From an optimization exercise on the open Yosys and OpenROAD flow, aimed at a short achievable clock period and few clock cycles; shortcuts taken in it are not production practice. RTL that was checked went through simulation tests only; none was proved equivalent to the original. Power is estimated from default activity; no workload was simulated.

main:
==> module mipsPipe, before the edit <==
module mipsPipe (
	input  logic clk,
	input  logic reset,
	output logic [32-1:0] imemAddr,
	input  logic [32-1:0] imemData,
	output logic [32-1:0] dmemAddr,
	output logic [32-1:0] dmemWdata,
	output logic dmemWe,
	input  logic [32-1:0] dmemRdata
);
	localparam int FST_LOG = 3;
	localparam int FST_N = 1 << FST_LOG;
	logic [31:2] pc;
	logic seqF;
	logic dValid;
	logic [31:0] dInstr;
	logic [31:2] dPcPlus4;
	logic [31:2] bTargetD;
	logic [31:2] dPc;
	logic dFetchedTaken;
	logic dPred;
	logic redirectD;
	logic eRegWrite, eMemToReg, eMemWrite, eBranch;
	logic eSub, eSelArith, eSelAnd, eSelOr, eSelSlt;
	logic ePred;
	logic [31:0] eA, eB, eOpBx;
	logic [31:2] eRecover;
	logic [4:0] eWReg;
	logic mRegWrite, mMemToReg, mMemWrite;
	logic [31:0] mAlu, mWData;
	logic [4:0] mWReg;
	logic loadStall;
	logic redirectE;
	logic [31:0] aluE;
	logic [31:2] pcPlus4F, jTargetF, seqNextF, fstTargetF;
	logic jumpF, fstHitF;
	assign imemAddr = {pc, 2'b00};
	assign jumpF = imemData[31:26] == 6'b000010;
	prefixAdd #(.W(30)) incF (.a(pc), .b(30'd0), .cin(1'b1), .s(pcPlus4F));
	assign jTargetF = {pcPlus4F[31:28], imemData[25:0]};
	logic fstValid [FST_N];
	logic fstTaken [FST_N];
	logic [31:2] fstKey [FST_N];
	logic [31:2] fstTarget [FST_N];
	logic [FST_LOG-1:0] fstPtr;
	logic [FST_N-1:0] fstHitVec;
	logic fstTakenF;
	logic installFold, installTaken;
	always_comb begin
		fstTargetF = '0;
		fstTakenF = 1'b0;
		for (int i = 0; i < FST_N; i++) begin
			fstHitVec[i] = fstValid[i] && fstKey[i] == pc;
			fstTargetF = fstTargetF | ({30{fstHitVec[i]}} & fstTarget[i]);
			fstTakenF = fstTakenF | (fstHitVec[i] & fstTaken[i]);
		end
	end
	assign fstHitF = |fstHitVec;
	assign seqNextF = fstHitF ? fstTargetF : pcPlus4F;
	always_ff @(posedge clk) begin
		if (reset) begin
			pc <= '0;
		end else if (redirectE) begin
			pc <= eRecover;
		end else if (!loadStall) begin
			if (redirectD) begin
				pc <= bTargetD;
			end else if (jumpF) begin
				pc <= jTargetF;
			end else begin
				pc <= seqNextF;
			end
		end
	end
	always_ff @(posedge clk) begin
		if (reset || redirectE) begin
			seqF <= 1'b0;
		end else if (!loadStall) begin
			seqF <= !redirectD && !jumpF && !fstHitF;
		end
	end
	assign installFold = jumpF && seqF && !loadStall && !(dValid && dPred);
	assign installTaken = redirectD && !redirectE;
	always_ff @(posedge clk) begin
		if (reset) begin
			fstPtr <= '0;
			for (int i = 0; i < FST_N; i++) begin
				fstValid[i] <= 1'b0;
			end
		end else if (installFold || installTaken) begin
			fstValid[fstPtr] <= 1'b1;
			fstPtr <= fstPtr + 1'b1;
		end
	end
	always_ff @(posedge clk) begin
		if (installTaken) begin
			fstKey[fstPtr] <= dPc;
			fstTarget[fstPtr] <= bTargetD;
			fstTaken[fstPtr] <= 1'b1;
		end else if (installFold) begin
			fstKey[fstPtr] <= dPc;
			fstTarget[fstPtr] <= jTargetF;
			fstTaken[fstPtr] <= 1'b0;
		end
	end
	always_ff @(posedge clk) begin
		if (reset || redirectE) begin
			dValid <= 1'b0;
		end else if (!loadStall) begin
			dValid <= !jumpF && !redirectD;
		end
	end
	always_ff @(posedge clk) begin
		if (!loadStall) begin
			dInstr <= imemData;
			dPcPlus4 <= pcPlus4F;
			dPc <= pc;
			dFetchedTaken <= fstTakenF;
		end
	end
	logic [4:0] rsD, rtD, wRegD;
	logic regWriteD, memToRegD, memWriteD, branchD, aluSrcD, subD;
	logic selArithD, selAndD, selOrD, selSltD, usesRtD;
	logic [31:0] rfA, rfB, srcAD, srcBD, immD, resultM, opBD;
	logic fwdAE, fwdBE;
	assign rsD = dInstr[25:21];
	assign rtD = dInstr[20:16];
	controlUnit ctl (
		.instr(dInstr),
		.valid(dValid),
		.regWrite(regWriteD),
		.memToReg(memToRegD),
		.memWrite(memWriteD),
		.branch(branchD),
		.aluSrc(aluSrcD),
		.sub(subD),
		.selArith(selArithD),
		.selAnd(selAndD),
		.selOr(selOrD),
		.selSlt(selSltD),
		.usesRt(usesRtD),
		.writeReg(wRegD)
	);
	assign resultM = mMemToReg ? dmemRdata : mAlu;
	regFile rf (
		.clk(clk),
		.writeEn(mRegWrite),
		.readAddrA(rsD),
		.readAddrB(rtD),
		.writeAddr(mWReg),
		.writeData(resultM),
		.readDataA(rfA),
		.readDataB(rfB)
	);
	assign srcAD = (mRegWrite && mWReg == rsD) ? resultM : rfA;
	assign srcBD = (mRegWrite && mWReg == rtD) ? resultM : rfB;
	assign immD = {{16{dInstr[15]}}, dInstr[15:0]};
	assign opBD = aluSrcD ? immD : (subD ? ~srcBD : srcBD);
	prefixAdd #(.W(30)) brAddD (.a(dPcPlus4), .b(immD[29:0]), .cin(1'b0), .s(bTargetD));
	assign dPred = branchD && ((rsD == rtD) || dInstr[15]);
	assign redirectD = dPred && !dFetchedTaken && !loadStall;
	assign fwdAE = eRegWrite && eWReg == rsD;
	assign fwdBE = eRegWrite && eWReg == rtD;
	assign loadStall = dValid && eMemToReg && ((eWReg == rsD) || (usesRtD && eWReg == rtD));
	always_ff @(posedge clk) begin
		if (reset || redirectE || loadStall) begin
			eRegWrite <= 1'b0;
			eMemToReg <= 1'b0;
			eMemWrite <= 1'b0;
			eBranch <= 1'b0;
		end else begin
			eRegWrite <= regWriteD;
			eMemToReg <= memToRegD;
			eMemWrite <= memWriteD;
			eBranch <= branchD;
		end
	end
	always_ff @(posedge clk) begin
		eSub <= subD;
		eSelArith <= selArithD;
		eSelAnd <= selAndD;
		eSelOr <= selOrD;
		eSelSlt <= selSltD;
		eWReg <= wRegD;
		ePred <= dPred;
		eRecover <= dPred ? dPcPlus4 : bTargetD;
		eA <= fwdAE ? aluE : srcAD;
		eB <= fwdBE ? aluE : srcBD;
		if (fwdBE && !aluSrcD) begin
			eOpBx <= subD ? ~aluE : aluE;
		end else begin
			eOpBx <= opBD;
		end
	end
	aluUnit alu (
		.a(eA),
		.bx(eOpBx),
		.sub(eSub),
		.selArith(eSelArith),
		.selAnd(eSelAnd),
		.selOr(eSelOr),
		.selSlt(eSelSlt),
		.y(aluE)
	);
	assign redirectE = eBranch && ((eA == eB) != ePred);
	always_ff @(posedge clk) begin
		if (reset) begin
			mRegWrite <= 1'b0;
			mMemToReg <= 1'b0;
			mMemWrite <= 1'b0;
		end else begin
			mRegWrite <= eRegWrite;
			mMemToReg <= eMemToReg;
			mMemWrite <= eMemWrite;
		end
	end
	always_ff @(posedge clk) begin
		mAlu <= aluE;
		mWData <= eB;
		mWReg <= eWReg;
	end
	assign dmemAddr = mAlu;
	assign dmemWdata = mWData;
	assign dmemWe = mMemWrite;
endmodule
==> flow/config.mk <==
export PLATFORM = sky130hd
export DESIGN_NAME = mipsPipe
export DESIGN_NICKNAME = mipsPipe
export VERILOG_FILES = /design/flow/design.v
export SDC_FILE = /design/flow/constraint.sdc
export NUM_CORES = 4
export LEC_CHECK = 0
export ABC_CLOCK_PERIOD_IN_PS = 2500
export CAP_MARGIN = 35
export CORE_MARGIN = 2
export CORE_UTILIZATION = 55
export SETUP_SLACK_MARGIN = 4.0
export SLEW_MARGIN = 35
==> flow/constraint.sdc <==
create_clock -name core_clock -period 7.0 [get_ports {clk}]
set_input_delay 1.4000 -clock core_clock [delete_from_list [all_inputs] [get_ports {clk}]]
set_output_delay 1.4000 -clock core_clock [all_outputs]
set_load 0.01 [all_outputs]
standard.sh (not shown) runs the stock make flow with config.mk's settings and CLKGATE_MAP_FILE= SYNTH_SCRIPT=/design/flow/synth_recipe.tcl, a recipe that flattens the netlist after the stock synthesis.
==> flow/flow/run.sh <==
#!/bin/bash
# The standard layout, with extra rounds of timing repair after global routing
# (flow/post_grt.tcl). The whole make output goes to flow_make.log here.
set -euo pipefail
export POST_GLOBAL_ROUTE_TCL="$PWD/flow/post_grt.tcl"
bash standard.sh finish > flow_make.log 2>&1
==> flow/flow/post_grt.tcl <==
# More timing repair on global-route parasitics before detailed routing: each round repairs,
# legalizes the placement and reroutes what changed, as global_route.tcl does once.
set rounds 3
if {[info exists ::env(EXTRA_REPAIR_ROUNDS)]} { set rounds $::env(EXTRA_REPAIR_ROUNDS) }
for {set i 0} {$i < $rounds} {incr i} {
  log_cmd estimate_parasitics -global_routing
  puts "extra repair round $i: worst slack [sta::worst_slack_cmd max]"
  repair_timing_helper
  log_cmd global_route -start_incremental
  log_cmd detailed_placement
  log_cmd global_route -end_incremental
}
log_cmd estimate_parasitics -global_routing
puts "after extra repair rounds: worst slack [sta::worst_slack_cmd max]"
Testbench counts of main, summed over its fixed seeds: cycles 114,657.
What the feature branch does differently from main at the input level:
--- a/flow/design.v
+++ b/flow/design.v
@@ -275,27 +275,37 @@
 		end
 	end
 	assign installFold = jumpF && seqF && !loadStall && !(dValid && dPred);
-	assign installTaken = redirectD && !redirectE;
+	assign installTaken = redirectD;
+	logic instR, instTakenR;
+	logic [31:2] instKeyR, instTargetR;
+	always_ff @(posedge clk) begin
+		if (reset) begin
+			instR <= 1'b0;
+		end else begin
+			instR <= installFold || installTaken;
+		end
+	end
+	always_ff @(posedge clk) begin
+		instTakenR <= installTaken;
+		instKeyR <= dPc;
+		instTargetR <= installTaken ? bTargetD : jTargetF;
+	end
 	always_ff @(posedge clk) begin
 		if (reset) begin
 			fstPtr <= '0;
 			for (int i = 0; i < FST_N; i++) begin
 				fstValid[i] <= 1'b0;
 			end
-		end else if (installFold || installTaken) begin
+		end else if (instR) begin
 			fstValid[fstPtr] <= 1'b1;
 			fstPtr <= fstPtr + 1'b1;
 		end
 	end
 	always_ff @(posedge clk) begin
-		if (installTaken) begin
-			fstKey[fstPtr] <= dPc;
-			fstTarget[fstPtr] <= bTargetD;
-			fstTaken[fstPtr] <= 1'b1;
-		end else if (installFold) begin
-			fstKey[fstPtr] <= dPc;
-			fstTarget[fstPtr] <= jTargetF;
-			fstTaken[fstPtr] <= 1'b0;
+		if (instR) begin
+			fstKey[fstPtr] <= instKeyR;
+			fstTarget[fstPtr] <= instTargetR;
+			fstTaken[fstPtr] <= instTakenR;
 		end
 	end
 	always_ff @(posedge clk) begin
- As of the feature branch, power consumption had risen by a few percent compared to main.
- Diff main -> the feature branch | worst setup skew after layout | increase of 0.026 ns
- Final critical delay including setup and external delays, main and the feature branch, higher one = the feature branch.
- On first-pass GRT wire length, main and the feature branch are neck and neck.
- When the feature branch is set beside main, its core utilization turns out to be 0.79 points smaller.
- Synthesized area in the feature branch is 1700 µm² above main.
- Run comparison: the feature branch highest metal layer used by the detailed router met5; main highest metal layer used by the detailed router met4
Only the layout flow was run in the feature branch; the RTL was not checked for function there.

## what the ideal ports hide
The results above use ideal ports. As a check the final layouts listed here were re-extracted and re-timed, cells and wires unchanged.
Step 1 assumes that a clkbuf_16 drives the clock port and a buf_2 every other input.
Step 2, shift: input delay + t, output delay - t, t = (earliest + latest rising clock arrival at the registers) / 2. This alone moves slack from input paths to output paths.
Three values: ideal ports, drivers, drivers and shift; two values: the first two.
| run | t (ns) | setup WS [ns] | worst register clock-pin slew, ns |
|---|---|---|---|
| main | 0.905 | 3.758 / 3.787 / 2.894 | 0.07 / 0.07 |
| the feature branch | 0.900 | 3.663 / 3.663 / 3.112 | 0.07 / 0.07 |
After both steps every run listed still meets setup and hold. The setup slack of main, which loses most, moves by +0.029 ns with the drivers and by -0.864 ns with both steps.
